Background: an optimization exercise with open tools, aiming at small area, a short achievable clock period and few clock cycles. Do not read the settings as production practice. Only simulation tests tie the RTL to the original design; equivalence was not proved. No activity file was given, so power comes from the tool's default toggle rates.

== trial 63 ==
==> flow/design.v (excerpt) <==
module pe_top
(
  input  logic    CLK,
  input  logic    rst_n,
  input  logic    req_valid,
  output logic    req_ready,
  input  pe_pkg::opnd_t   req_a,
  input  pe_pkg::opnd_t   req_b,
  input  pe_pkg::pe_out_t req_d,
  input  logic    req_propagate,
  input  pe_pkg::shift_t  req_shift,
  output logic    res_valid,
  input  logic    res_ready,
  output pe_pkg::pe_out_t res
);
Size: ~130 flip-flops.
==> module mac_acc, before the edit <==
module mac_acc
(
  input  logic [35:0] pp,
  input  logic [31:0] base,
  output logic [31:0] y
);
  logic ys0;
  logic yc0;
  assign ys0 = pp[9] ^ pp[10];
  assign yc0 = pp[9] & pp[10];
  logic ys1;
  logic yc1;
  assign ys1 = pp[12] ^ pp[13] ^ pp[14];
  assign yc1 = (pp[12] & pp[13]) | (pp[12] & pp[14]) | (pp[13] & pp[14]);
  logic ys2;
  logic yc2;
  assign ys2 = pp[15] ^ pp[16] ^ pp[17];
  assign yc2 = (pp[15] & pp[16]) | (pp[15] & pp[17]) | (pp[16] & pp[17]);
  logic ys3;
  logic yc3;
  assign ys3 = pp[18] ^ pp[19] ^ pp[20];
  assign yc3 = (pp[18] & pp[19]) | (pp[18] & pp[20]) | (pp[19] & pp[20]);
  logic ys4;
  logic yc4;
  assign ys4 = pp[21] ^ pp[22] ^ pp[23];
  assign yc4 = (pp[21] & pp[22]) | (pp[21] & pp[23]) | (pp[22] & pp[23]);
  logic ys5;
  logic yc5;
  assign ys5 = pp[24] ^ pp[25] ^ pp[26];
  assign yc5 = (pp[24] & pp[25]) | (pp[24] & pp[26]) | (pp[25] & pp[26]);
  logic ys6;
  logic yc6;
  assign ys6 = pp[27] ^ pp[28];
  assign yc6 = pp[27] & pp[28];
  logic ys7;
  logic yc7;
  assign ys7 = pp[29] ^ pp[30];
  assign yc7 = pp[29] & pp[30];
  logic ys8;
  logic yc8;
  assign ys8 = pp[31] ^ pp[32];
  assign yc8 = pp[31] & pp[32];
  logic ys9;
  logic yc9;
  assign ys9 = pp[33] ^ pp[34];
  assign yc9 = pp[33] & pp[34];
  logic ys10;
  logic yc10;
  assign ys10 = pp[1] ^ pp[2];
  assign yc10 = pp[1] & pp[2];
  logic ys11;
  logic yc11;
  assign ys11 = pp[3] ^ pp[4] ^ base[2];
  assign yc11 = (pp[3] & pp[4]) | (pp[3] & base[2]) | (pp[4] & base[2]);
  logic ys12;
  logic yc12;
  assign ys12 = pp[5] ^ pp[6] ^ base[3];
  assign yc12 = (pp[5] & pp[6]) | (pp[5] & base[3]) | (pp[6] & base[3]);
  logic ys13;
  logic yc13;
  assign ys13 = pp[7] ^ pp[8] ^ base[4];
  assign yc13 = (pp[7] & pp[8]) | (pp[7] & base[4]) | (pp[8] & base[4]);
  logic ys14;
  logic yc14;
  assign ys14 = ys0 ^ pp[11] ^ base[5];
  assign yc14 = (ys0 & pp[11]) | (ys0 & base[5]) | (pp[11] & base[5]);
  logic ys15;
  logic yc15;
  assign ys15 = yc0 ^ ys1 ^ base[6];
  assign yc15 = (yc0 & ys1) | (yc0 & base[6]) | (ys1 & base[6]);
  logic ys16;
  logic yc16;
  assign ys16 = yc1 ^ ys2 ^ base[7];
  assign yc16 = (yc1 & ys2) | (yc1 & base[7]) | (ys2 & base[7]);
  logic ys17;
  logic yc17;
  assign ys17 = yc2 ^ ys3 ^ base[8];
  assign yc17 = (yc2 & ys3) | (yc2 & base[8]) | (ys3 & base[8]);
  logic ys18;
  logic yc18;
  assign ys18 = yc3 ^ ys4 ^ base[9];
  assign yc18 = (yc3 & ys4) | (yc3 & base[9]) | (ys4 & base[9]);
  logic ys19;
  logic yc19;
  assign ys19 = yc4 ^ ys5 ^ base[10];
  assign yc19 = (yc4 & ys5) | (yc4 & base[10]) | (ys5 & base[10]);
  logic ys20;
  logic yc20;
  assign ys20 = yc5 ^ ys6 ^ base[11];
  assign yc20 = (yc5 & ys6) | (yc5 & base[11]) | (ys6 & base[11]);
  logic ys21;
  logic yc21;
  assign ys21 = yc6 ^ ys7 ^ base[12];
  assign yc21 = (yc6 & ys7) | (yc6 & base[12]) | (ys7 & base[12]);
  logic ys22;
  logic yc22;
  assign ys22 = yc7 ^ ys8 ^ base[13];
  assign yc22 = (yc7 & ys8) | (yc7 & base[13]) | (ys8 & base[13]);
  logic ys23;
  logic yc23;
  assign ys23 = yc8 ^ ys9 ^ base[14];
  assign yc23 = (yc8 & ys9) | (yc8 & base[14]) | (ys9 & base[14]);
  logic ys24;
  logic yc24;
  assign ys24 = yc9 ^ pp[35] ^ base[15];
  assign yc24 = (yc9 & pp[35]) | (yc9 & base[15]) | (pp[35] & base[15]);
  logic [15:0] r0, r1;
  logic [16:0] lo;
  assign r0 = {yc23, yc22, yc21, yc20, yc19, yc18, yc17, yc16, yc15, yc14, yc13, yc12, yc11, yc10, ys10, pp[0]};
  assign r1 = {ys24, ys23, ys22, ys21, ys20, ys19, ys18, ys17, ys16, ys15, ys14, ys13, ys12, ys11, base[1], base[0]};
  assign lo = {1'b0, r0} + {1'b0, r1};
  logic [1:0] kc;
  assign kc = {yc24, lo[16]};
  logic [15:0] hi_inc, hi_dec, hi_c1, hi_c0, hi;
  assign hi_inc = base[31:16] + 16'd1;
  assign hi_dec = base[31:16] - 16'd1;
  assign hi_c1 = kc[1] ? hi_inc : base[31:16];
  assign hi_c0 = kc[1] ? base[31:16] : hi_dec;
  assign hi = kc[0] ? hi_c1 : hi_c0;
  assign y = {hi, lo[15:0]};
endmodule
Settings: LEC_CHECK=0, ABC_AREA=1, CAP_MARGIN=20, CORE_MARGIN=2, CORE_UTILIZATION=60, CTS_BUF_LIST=sky130_fd_sc_hd__clkbuf_4 sky130_fd_sc_hd__clkbuf_8, SETUP_SLACK_MARGIN=3.1, SLEW_MARGIN=20; clock period 7.0 ns.
standard.sh (not shown) runs the stock make flow with config.mk's settings and CLKGATE_MAP_FILE= SYNTH_SCRIPT=/design/flow/synth_recipe.tcl, a recipe that flattens the netlist after the stock synthesis.
==> flow/flow/run.sh <==
#!/bin/bash
# The standard layout (standard.sh) with two changes:
#  - synthesis is the standard flow's synthesis script with ABC's mapping script replaced
#    by flow/abc_map_area.script (area-oriented mapping); registers are the
#    same as the standard synthesis's;
#  - the port buffers are inserted as the smallest buffer cell (the repair
#    steps resize them where timing needs it).
set -euo pipefail
here=$(pwd)
export BUFFER_PORTS_ARGS="-buffer_cell sky130_fd_sc_hd__buf_1"
export MY_ABC_SCRIPT="$here/flow/abc_map_area.script"
bash standard.sh SYNTH_SCRIPT="$here/flow/synth.tcl" finish > standard_flow.log 2>&1
==> flow/flow/abc_map_area.script <==
strash
dch
map -a
topo
stime -c
buffer -c
upsize -c
dnsize -c
==> flow/flow/synth.tcl <==
# The standard flow's synthesis script (synth_recipe.tcl), with ABC's mapping script
# replaced by flow/abc_map_area.script: area-oriented mapping (map -a).
proc synth {args} { yosys synth -nofsm -noshare {*}$args }
proc abc {args} {
  set i [lsearch $args -script]
  if { $i >= 0 && [info exists ::env(MY_ABC_SCRIPT)] } {
    lset args [expr {$i + 1}] $::env(MY_ABC_SCRIPT)
  }
  yosys abc {*}$args
}
source $::env(SCRIPTS_DIR)/synth.tcl
# left out here: clear keep_hierarchy, flatten, clean up, hide names made inside functions, write 1_2_yosys.v
Trial 63 reached the end of the flow, and the finished layout is clean on the timing, design-rule and antenna checks.
Testbench counts of trial 63, summed over its fixed seeds: cycles 12,016.
> inputs changed (trial 63 -> trial 19)
-- flow/design.v --
<<< trial 63, line 462
  logic [1:0] kc;
  assign kc = {yc24, lo[16]};
  logic [15:0] hi_inc, hi_dec, hi_c1, hi_c0, hi;
  assign hi_inc = base[31:16] + 16'd1;
  assign hi_dec = base[31:16] - 16'd1;
  assign hi_c1 = kc[1] ? hi_inc : base[31:16];
  assign hi_c0 = kc[1] ? base[31:16] : hi_dec;
  assign hi = kc[0] ? hi_c1 : hi_c0;
  assign y = {hi, lo[15:0]};
endmodule
>>> trial 19, line 462
  logic [1:0] kc;
  assign kc = {yc24, lo[16]};
  logic k0, k2;
  assign k0 = (kc == '0);
  always_comb begin
    k2 = 1'b0;
    for (int i = 0; i < 2; i++)
      for (int j = i + 1; j < 2; j++)
        k2 = k2 | (kc[i] & kc[j]);
  end
  logic [15:0] hi_inc, hi_dec, hi;
  assign hi_inc = base[31:16] + 16'd1;
  assign hi_dec = base[31:16] - 16'd1;
  assign hi = k2 ? hi_inc : (k0 ? hi_dec : base[31:16]);
  assign y = {hi, lo[15:0]};
endmodule
### Flow results
The power share of the clock group reported for trial 19 is smaller than that of trial 63 by 1.3 points.
Via total after detailed routing in trial 19 is 130 above trial 63.
Half-perimeter wire length after placement down 2.0% in trial 19 wrt trial 63
Core utilization in trial 19 vs trial 63: down 0.21 points
Trial 63 -> trial 19: area after detailed placement flat
Comparing trial 19 and trial 63, number of cells traversed by the worst register-to-register path is lower on trial 63.
Smallest hold slack up 4.4 ps in trial 19 wrt trial 63
As of trial 19, cell area had fallen slightly compared to trial 63.
The clock-buffer cell count in trial 19 sits 1 above the value recorded for trial 63.
Of trial 19 and trial 63, it is trial 19 that has the higher first-pass GRT wire length.
Testbench counts of trial 19, summed over its fixed seeds: cycles 12,016.

re-timing with driven ports:
No port has a modelled driver above. Below, the same layouts with a new extraction and two added sets of constraints. Step 1 (the two cells are an assumption about what drives the block):
set clk [get_ports {CLK}]
set_driving_cell -lib_cell sky130_fd_sc_hd__clkbuf_16 $clk
set_driving_cell -lib_cell sky130_fd_sc_hd__buf_2 [delete_from_list [all_inputs] $clk]
Step 2 times the ports against the registers' clock, not the clock port: input delays grow and output delays shrink by t, the midpoint of the rising clock arrivals with the driver on. Three values: ideal ports, drivers, drivers and shift; two values: the first two.
run	shift t [ns]	setup WS [ns]	clock arrival spread, ns	worst register clock-pin slew, ns
trial 63	0.497	3.197 / 3.174 / 2.897	0.019 / 0.019	0.09 / 0.09
trial 19	0.505	3.216 / 3.216 / 2.853	0.023 / 0.022	0.09 / 0.09
After both steps setup and hold are still met in every run listed. For trial 19, which loses most, drivers alone change the setup slack by 0.000 ns; drivers and shift together by -0.363 ns.
